What follows belongs to an exercise in optimizing a design on an open flow for small area; a production flow would make more cautious choices. The RTL was checked by simulation tests, not by an equivalence proof against the original design. The clock port is modelled as an ideal driver; clocking choices that lean on that would not hold on a real chip. Power and IR drop assume default switching activity.

## wip/raven
==> flow/design.v <==
`default_nettype none
package ntrpt_pkg;
  localparam int DATA_W = 32;
  localparam int DEPTH = 16;
  localparam int PTR_W = $clog2(DEPTH);
  localparam int CNT_W = $clog2(DEPTH + 1);
  localparam int CAUSE_W = 16;
  localparam logic [CAUSE_W-1:0] MTIP_CAUSE = 16'h0080;
  typedef logic [CNT_W-1:0] count_t;
  typedef logic [PTR_W:0] ptr_t;
endpackage
`default_nettype wire
`timescale 1ns/1ps
`default_nettype none
module fifo_occupancy (
  input  logic                           clk,
  input  logic                           reset,
  input  logic                           push,
  input  logic                           pop,
  output logic                           push_acc,
  output logic                           pop_acc,
  output logic [ntrpt_pkg::DEPTH-1:0]    we,
  output logic [ntrpt_pkg::DEPTH-1:0]    we_n,
  output logic [ntrpt_pkg::DEPTH-1:0]    sel,
  output logic                           pndng,
  output logic                           full
);
  logic [ntrpt_pkg::PTR_W-1:0] wr_q;
  logic [ntrpt_pkg::PTR_W-1:0] rd_q;
  logic [ntrpt_pkg::PTR_W-1:0] wr_inc;
  logic [ntrpt_pkg::PTR_W-1:0] rd_inc;
  logic                        pndng_q;
  logic                        full_q;
  assign pop_acc  = pop && pndng_q;
  assign push_acc = push && (!full_q || pop_acc);
  logic [ntrpt_pkg::PTR_W-1:0] wr_d;
  logic [ntrpt_pkg::PTR_W-1:0] rd_d;
  logic                        same_d;
  logic                        push_only;
  logic                        pop_only;
  assign wr_inc = wr_q + 1'b1;
  assign rd_inc = rd_q + 1'b1;
  assign wr_d   = push_acc ? wr_inc : wr_q;
  assign rd_d   = pop_acc  ? rd_inc : rd_q;
  assign push_only = push_acc && !pop_acc;
  assign pop_only  = pop_acc && !push_acc;
  assign same_d = (wr_d == rd_d);
  always_ff @(posedge clk or posedge reset) begin
    if (reset) begin
      wr_q    <= '0;
      rd_q    <= '0;
      pndng_q <= 1'b0;
      full_q  <= 1'b0;
    end else begin
      wr_q    <= wr_d;
      rd_q    <= rd_d;
      full_q  <= same_d && (push_only || (full_q && !pop_only));
      pndng_q <= !same_d || push_only || (full_q && !pop_only);
    end
  end
  always_comb begin
    for (int i = 0; i < ntrpt_pkg::DEPTH; i++) begin
      we[i]   = push_acc && (wr_q == ntrpt_pkg::PTR_W'(i));
      we_n[i] = !we[i];
      sel[i]  = pndng_q && (rd_q == ntrpt_pkg::PTR_W'(i));
    end
  end
  assign pndng = pndng_q;
  assign full  = full_q;
endmodule
`default_nettype wire
`timescale 1ns/1ps
`default_nettype none
module store_phase (
  input  logic                          clk,
  input  logic                          reset,
  input  logic [ntrpt_pkg::DATA_W-1:0]  wr_data,
  output logic [ntrpt_pkg::DATA_W-1:0]  wr_enc,
  output logic                          phase
);
  logic phase_q;
  always_ff @(posedge clk or posedge reset) begin
    if (reset) begin
      phase_q <= 1'b0;
    end else begin
      phase_q <= !phase_q;
    end
  end
  assign wr_enc = wr_data ^ {ntrpt_pkg::DATA_W{phase_q}};
  assign phase  = phase_q;
endmodule
module shift_store (
  input  logic                                               clk,
  input  logic [ntrpt_pkg::DEPTH-1:0]                        we,
  input  logic [ntrpt_pkg::DEPTH-1:0]                        we_n,
  input  logic [ntrpt_pkg::DATA_W-1:0]                       wr_enc,
  output logic [ntrpt_pkg::DEPTH-1:0][ntrpt_pkg::DATA_W-1:0] entries
);
  always_ff @(posedge clk) begin
    for (int i = 0; i < ntrpt_pkg::DEPTH; i++) begin
      entries[i] <= ~((entries[i] | {ntrpt_pkg::DATA_W{we[i]}})
                    & (wr_enc     | {ntrpt_pkg::DATA_W{we_n[i]}}));
    end
  end
endmodule
`default_nettype wire
`timescale 1ns/1ps
`default_nettype none
module sel3_n (
  input  logic [2:0] d,
  input  logic [2:0] s,
  output logic       y_n
);
  assign y_n = !((d[0] && s[0]) || (d[1] && s[1]) || (d[2] && s[2]));
endmodule
module sel1_n (
  input  logic d,
  input  logic s,
  output logic y_n
);
  assign y_n = !(d && s);
endmodule
module read_select (
  input  logic [ntrpt_pkg::DEPTH-1:0][ntrpt_pkg::DATA_W-1:0] entries,
  input  logic [ntrpt_pkg::DEPTH-1:0]                        sel,
  input  logic                                               phase,
  input  logic                                               pndng,
  output logic [ntrpt_pkg::DATA_W-1:0]                       dout
);
  logic flip;
  assign flip = phase && pndng;
  for (genvar b = 0; b < ntrpt_pkg::DATA_W; b++) begin : g_bit
    logic [5:0] part_n;
    for (genvar g = 0; g < 5; g++) begin : g_grp
      sel3_n i_sel3 (
        .d   ({entries[3*g+2][b], entries[3*g+1][b], entries[3*g][b]}),
        .s   (sel[3*g+2:3*g]),
        .y_n (part_n[g])
      );
    end
    sel1_n i_sel1 (
      .d   (entries[15][b]),
      .s   (sel[15]),
      .y_n (part_n[5])
    );
    assign dout[b] = !(&part_n) ^ flip;
  end
endmodule
`default_nettype wire
`timescale 1ns/1ps
`default_nettype none
module cause_scan (
  input  logic                          clk,
  input  logic                          reset,
  input  logic                          push_acc,
  input  logic                          pop_acc,
  input  logic [ntrpt_pkg::DATA_W-1:0]  wr_data,
  input  logic [ntrpt_pkg::DATA_W-1:0]  head,
  output logic                          mtip
);
  ntrpt_pkg::count_t tcnt_q;
  ntrpt_pkg::count_t tgl;
  logic              inc;
  logic              dec;
  logic              up;
  logic              dn;
  assign inc = push_acc && (wr_data[ntrpt_pkg::CAUSE_W-1:0] == ntrpt_pkg::MTIP_CAUSE);
  assign dec = pop_acc  && (head[ntrpt_pkg::CAUSE_W-1:0]    == ntrpt_pkg::MTIP_CAUSE);
  assign up  = inc && !dec;
  assign dn  = dec && !inc;
  always_comb begin
    for (int k = 0; k < ntrpt_pkg::CNT_W; k++) begin
      tgl[k] = (up && (&(tcnt_q | ~ntrpt_pkg::count_t'((1 << k) - 1))))
            || (dn && !(|(tcnt_q & ntrpt_pkg::count_t'((1 << k) - 1))));
    end
  end
  always_ff @(posedge clk or posedge reset) begin
    if (reset) begin
      tcnt_q <= '0;
    end else begin
      tcnt_q <= tcnt_q ^ tgl;
    end
  end
  assign mtip = (tcnt_q != '0);
endmodule
`default_nettype wire
`timescale 1ns/1ps
`default_nettype none
module ntrpt_cam_fifo (
  input  logic              clk,
  input  logic              reset,
  input  logic              push,
  input  logic              pop,
  input  logic [31:0]       din,
  output logic [31:0]       dout,
  output logic              pndng,
  output logic              full,
  output logic              mtip
);
  logic                        push_acc;
  logic                        pop_acc;
  logic [ntrpt_pkg::DEPTH-1:0] we;
  logic [ntrpt_pkg::DEPTH-1:0] we_n;
  logic [ntrpt_pkg::DEPTH-1:0] sel;
  logic [ntrpt_pkg::DATA_W-1:0]                       wr_enc;
  logic                                               phase;
  logic [ntrpt_pkg::DEPTH-1:0][ntrpt_pkg::DATA_W-1:0] entries;
  fifo_occupancy i_occupancy (
    .clk      (clk),
    .reset    (reset),
    .push     (push),
    .pop      (pop),
    .push_acc (push_acc),
    .pop_acc  (pop_acc),
    .we       (we),
    .we_n     (we_n),
    .sel      (sel),
    .pndng    (pndng),
    .full     (full)
  );
  store_phase i_phase (
    .clk     (clk),
    .reset   (reset),
    .wr_data (din),
    .wr_enc  (wr_enc),
    .phase   (phase)
  );
  shift_store i_store (
    .clk     (clk),
    .we      (we),
    .we_n    (we_n),
    .wr_enc  (wr_enc),
    .entries (entries)
  );
  read_select i_read (
    .entries (entries),
    .sel     (sel),
    .phase   (phase),
    .pndng   (pndng),
    .dout    (dout)
  );
  cause_scan i_scan (
    .clk      (clk),
    .reset    (reset),
    .push_acc (push_acc),
    .pop_acc  (pop_acc),
    .wr_data  (din),
    .head     (dout),
    .mtip     (mtip)
  );
endmodule
`default_nettype wire
==> flow/config.mk <==
export PLATFORM = sky130hd
export DESIGN_NAME = ntrpt_cam_fifo
export DESIGN_NICKNAME = ntrpt_cam_fifo
export VERILOG_FILES = /design/flow/design.v
export SDC_FILE = /design/flow/constraint.sdc
export NUM_CORES = 4
export LEC_CHECK = 0
export CAP_MARGIN = 0
export CORE_MARGIN = 2
export CORE_UTILIZATION = 40
export CTS_BUF_LIST = sky130_fd_sc_hd__clkbuf_16
export CTS_CLUSTER_DIAMETER = 50
export CTS_CLUSTER_SIZE = 25
export SLEW_MARGIN = 0
export SYNTH_HIERARCHICAL = 1
==> flow/constraint.sdc <==
create_clock -name core_clock -period 6.0 [get_ports {clk}]
set_input_delay 1.2000 -clock core_clock [delete_from_list [all_inputs] [get_ports {clk}]]
set_output_delay 1.2000 -clock core_clock [all_outputs]
set_load 0.01 [all_outputs]
standard.sh (not shown) runs the stock make flow with config.mk's settings and CLKGATE_MAP_FILE= SYNTH_SCRIPT=/design/flow/synth_recipe.tcl, a recipe that flattens the netlist after the stock synthesis.
==> flow/flow/run.sh <==
#!/bin/bash
# Own layout flow: the standard ORFS flow (standard.sh), with
#  - port buffers of the smallest buffer cell instead of the default pick
#  - clock tree built from one buffer type with larger sink clusters,
#    and without dummy loads
# Each tool's output goes to its own log in this folder.
set -e
cp standard.sh standard_sh_copy.log
export BUFFER_PORTS_ARGS="-buffer_cell sky130_fd_sc_hd__buf_1"
export CTS_ARGS="-sink_clustering_enable -repair_clock_nets -dont_use_dummy_load -buf_list sky130_fd_sc_hd__clkbuf_16 -sink_clustering_size 25 -sink_clustering_max_diameter 50"
bash standard.sh > standard.log 2>&1
Setup changes, wip/raven to wip/fjord
# wip/raven
export LEC_CHECK = 0
export CAP_MARGIN = 0
export CORE_MARGIN = 2
export CORE_UTILIZATION = 40
export CTS_BUF_LIST = sky130_fd_sc_hd__clkbuf_16
export CTS_CLUSTER_DIAMETER = 50
export CTS_CLUSTER_SIZE = 25
export SLEW_MARGIN = 0
export SYNTH_HIERARCHICAL = 1
create_clock -name core_clock -period 6.0 [get_ports {clk}]
# wip/fjord
export LEC_CHECK = 0
export CAP_MARGIN = 0
export CORE_MARGIN = 2
export CORE_UTILIZATION = 55
export SLEW_MARGIN = 0
export SYNTH_HIERARCHICAL = 1
create_clock -name core_clock -period 6.0 [get_ports {clk}]
diff --git a/flow/flow/run.sh b/flow/flow/run.sh
--- a/flow/flow/run.sh
+++ b/flow/flow/run.sh
@@ -6 +5,0 @@
-# Each tool's output goes to its own log in this folder.
@@ -10 +9,3 @@
-export CTS_ARGS="-sink_clustering_enable -repair_clock_nets -dont_use_dummy_load -buf_list sky130_fd_sc_hd__clkbuf_16 -sink_clustering_size 25 -sink_clustering_max_diameter 50"
+export CTS_ARGS="-sink_clustering_enable -repair_clock_nets -dont_use_dummy_load -buf_list sky130_fd_sc_hd__clkbuf_16 -sink_clustering_size 30 -sink_clustering_max_diameter 60"
+export POST_CTS_TCL="$PWD/flow/clk_downsize.tcl"
+export CLK_DOWNSIZE_LIMIT_PS=115
==> flow/flow/clk_downsize.tcl (new file) <==
# Post-CTS step: swap clock-tree buffers for smaller ones wherever the
# slew at every flip-flop clock pin stays under CLK_DOWNSIZE_LIMIT_PS
# (placement-estimated parasitics). Tries the smallest candidate first.
set lim_ps $::env(CLK_DOWNSIZE_LIMIT_PS)
set cands {sky130_fd_sc_hd__clkbuf_4 sky130_fd_sc_hd__clkbuf_8}

proc clk_worst_ps {} {
  set worst 0
  foreach pin [all_registers -clock_pins -edge_triggered] {
    foreach edge {rise fall} {
      foreach a {min max} {
        set ps [expr {[sta::time_ui_sta [get_property $pin slew_${a}_$edge]] * 1e12}]
        if {$ps > $worst} { set worst $ps }
      }
    }
  }
  return $worst
}

estimate_parasitics -placement
set before [clk_worst_ps]
puts "clk_downsize: worst clock-pin slew before: $before ps, limit $lim_ps ps"
if {$before <= $lim_ps} {
  # leaves first: a leaf buffer drives flip-flops directly
  set leaves {}
  set upper {}
  foreach inst [get_cells *] {
    set ref [get_property $inst ref_name]
    if {$ref eq "sky130_fd_sc_hd__clkbuf_16"} {
      if {[string match "*leaf*" [get_full_name $inst]]} { lappend leaves $inst } else { lappend upper $inst }
    }
  }
  set bufs [concat $leaves $upper]
  set n 0
  foreach inst $bufs {
    set name [get_full_name $inst]
    foreach c $cands {
      replace_cell $inst $c
      estimate_parasitics -placement
      if {[clk_worst_ps] <= $lim_ps} {
        puts "clk_downsize: $name -> $c"
        incr n
        break
      }
      replace_cell $inst sky130_fd_sc_hd__clkbuf_16
    }
  }
  estimate_parasitics -placement
  puts "clk_downsize: $n buffers downsized, worst clock-pin slew after: [clk_worst_ps] ps"
}
==> run notes <==
wip/fjord gives less DRC violation total after the first TritonRoute iteration than wip/raven did. Per the comparison of wip/fjord with wip/raven, delay of the slowest critical-path stage down 110 ps; starting density of the core up 15 points; detailed-route via count down 504. Floorplan core area in wip/fjord vs wip/raven: down 28%. Slew at the pin closest to its max-slew limit: wip/raven and wip/fjord compared, higher one is wip/fjord. In wip/fjord the fraction of met1 tracks used by global routing turned out 13 points higher than in wip/raven. The global-route usage in wip/fjord was higher than what wip/raven gave. Compared with wip/raven, in wip/fjord fraction of power consumed by sequential logic higher; worst IR drop on VDD up about 40%.
Setup changes, wip/fjord to wip/yarrow
# wip/fjord
export LEC_CHECK = 0
export CAP_MARGIN = 0
export CORE_MARGIN = 2
export CORE_UTILIZATION = 55
export SLEW_MARGIN = 0
export SYNTH_HIERARCHICAL = 1
create_clock -name core_clock -period 6.0 [get_ports {clk}]
# wip/yarrow
export LEC_CHECK = 0
export CAP_MARGIN = 0
export CORE_MARGIN = 2
export CORE_UTILIZATION = 40
export SLEW_MARGIN = 0
export SYNTH_HIERARCHICAL = 1
create_clock -name core_clock -period 6.0 [get_ports {clk}]
diff --git a/flow/flow/run.sh b/flow/flow/run.sh
--- a/flow/flow/run.sh
+++ b/flow/flow/run.sh
@@ -5,0 +6 @@
+# Each tool's output goes to its own log in this folder.
@@ -9,3 +10 @@
-export CTS_ARGS="-sink_clustering_enable -repair_clock_nets -dont_use_dummy_load -buf_list sky130_fd_sc_hd__clkbuf_16 -sink_clustering_size 30 -sink_clustering_max_diameter 60"
-export POST_CTS_TCL="$PWD/flow/clk_downsize.tcl"
-export CLK_DOWNSIZE_LIMIT_PS=115
+export CTS_ARGS="-sink_clustering_enable -repair_clock_nets -dont_use_dummy_load -buf_list sky130_fd_sc_hd__clkbuf_16 -sink_clustering_size 35 -sink_clustering_max_diameter 70"
removed: flow/flow/clk_downsize.tcl
Notes after the runs:
- Reported for wip/fjord and wip/yarrow, flip-flop and latch count turned out identical to the last digit.
- The higher number of non-clock buffers in the layout of wip/fjord and wip/yarrow is in wip/fjord.
- From wip/fjord to wip/yarrow the numbers moved as follows: highest fanout seen on the critical path higher; number of filler instances in the final layout higher; final cell count higher.
- Setup WNS wip/fjord -> wip/yarrow: better
- For wip/yarrow, the worst min-delay path category was flip-flop to flip-flop, unlike wip/fjord, where it was input pin to asynchronous set/reset pin.
- Clock share of power: wip/yarrow higher than wip/fjord
Relative to wip/yarrow, the following input files were edited for wip/nickel:
diff --git a/flow/flow/run.sh b/flow/flow/run.sh
--- a/flow/flow/run.sh
+++ b/flow/flow/run.sh
@@ -6 +5,0 @@
-# Each tool's output goes to its own log in this folder.
@@ -10 +9,3 @@
-export CTS_ARGS="-sink_clustering_enable -repair_clock_nets -dont_use_dummy_load -buf_list sky130_fd_sc_hd__clkbuf_16 -sink_clustering_size 35 -sink_clustering_max_diameter 70"
+export CTS_ARGS="-sink_clustering_enable -repair_clock_nets -dont_use_dummy_load -buf_list sky130_fd_sc_hd__clkbuf_16 -sink_clustering_size 30 -sink_clustering_max_diameter 60"
+export POST_CTS_TCL="$PWD/flow/clk_downsize.tcl"
+export CLK_DOWNSIZE_LIMIT_PS=115
==> flow/flow/clk_downsize.tcl (new file) <==
# Post-CTS step: swap clock-tree buffers for smaller ones wherever the
# slew at every flip-flop clock pin stays under CLK_DOWNSIZE_LIMIT_PS
# (placement-estimated parasitics). Tries the smallest candidate first.
set lim_ps $::env(CLK_DOWNSIZE_LIMIT_PS)
set cands {sky130_fd_sc_hd__clkbuf_4 sky130_fd_sc_hd__clkbuf_8}

proc clk_worst_ps {} {
  set worst 0
  foreach pin [all_registers -clock_pins -edge_triggered] {
    foreach edge {rise fall} {
      foreach a {min max} {
        set ps [expr {[sta::time_ui_sta [get_property $pin slew_${a}_$edge]] * 1e12}]
        if {$ps > $worst} { set worst $ps }
      }
    }
  }
  return $worst
}

estimate_parasitics -placement
set before [clk_worst_ps]
puts "clk_downsize: worst clock-pin slew before: $before ps, limit $lim_ps ps"
if {$before <= $lim_ps} {
  # leaves first: a leaf buffer drives flip-flops directly
  set leaves {}
  set upper {}
  foreach inst [get_cells *] {
    set ref [get_property $inst ref_name]
    if {$ref eq "sky130_fd_sc_hd__clkbuf_16"} {
      if {[string match "*leaf*" [get_full_name $inst]]} { lappend leaves $inst } else { lappend upper $inst }
    }
  }
  set bufs [concat $leaves $upper]
  set n 0
  foreach inst $bufs {
    set name [get_full_name $inst]
    foreach c $cands {
      replace_cell $inst $c
      estimate_parasitics -placement
      if {[clk_worst_ps] <= $lim_ps} {
        puts "clk_downsize: $name -> $c"
        incr n
        break
      }
      replace_cell $inst sky130_fd_sc_hd__clkbuf_16
    }
  }
  estimate_parasitics -placement
  puts "clk_downsize: $n buffers downsized, worst clock-pin slew after: [clk_worst_ps] ps"
}
Results
wip/nickel has completed all stages; timing, DRC and antenna checks passed.
wip/yarrow -> wip/nickel: average wire per standard cell flat
wip/nickel ended up with more standard cells than wip/yarrow.
wip/nickel vs wip/yarrow: final net count up slightly
Sequential fraction of total cell area, wip/yarrow and wip/nickel: higher on wip/nickel

afterwards: timing with drivers on the ports:
How much do the figures lean on ideal ports? The routed layouts below were timed once more, with nothing changed but the port constraints.
Step 1 assumes that a clkbuf_16 drives the clock port and a buf_2 every other input.
Step 2 moves the port delays by t, midway between the first and last clock arrival at a register: inputs arrive t later, outputs are due t later. That takes back most of the time a late clock gives input paths.
a / b / c = no drivers / after step 1 / after step 2; a / b = the first two.
| run | shift t [ns] | setup WS [ns] | worst data-port slew with drivers (ns) | cell pins on the clock port's net |
|---|---|---|---|---|
| wip/raven | 0.593 | 1.302 / 1.246 / 1.333 | 0.05 | 1 |
| wip/fjord | 0.697 | 1.107 / 1.061 / 1.557 | 0.03 | 1 |
| wip/yarrow | 0.634 | 1.218 / 1.162 / 1.397 | 0.05 | 1 |
| wip/nickel | 0.752 | 0.990 / 0.937 / 1.336 | 0.05 | 1 |
After both steps setup and hold are still met in every run listed.
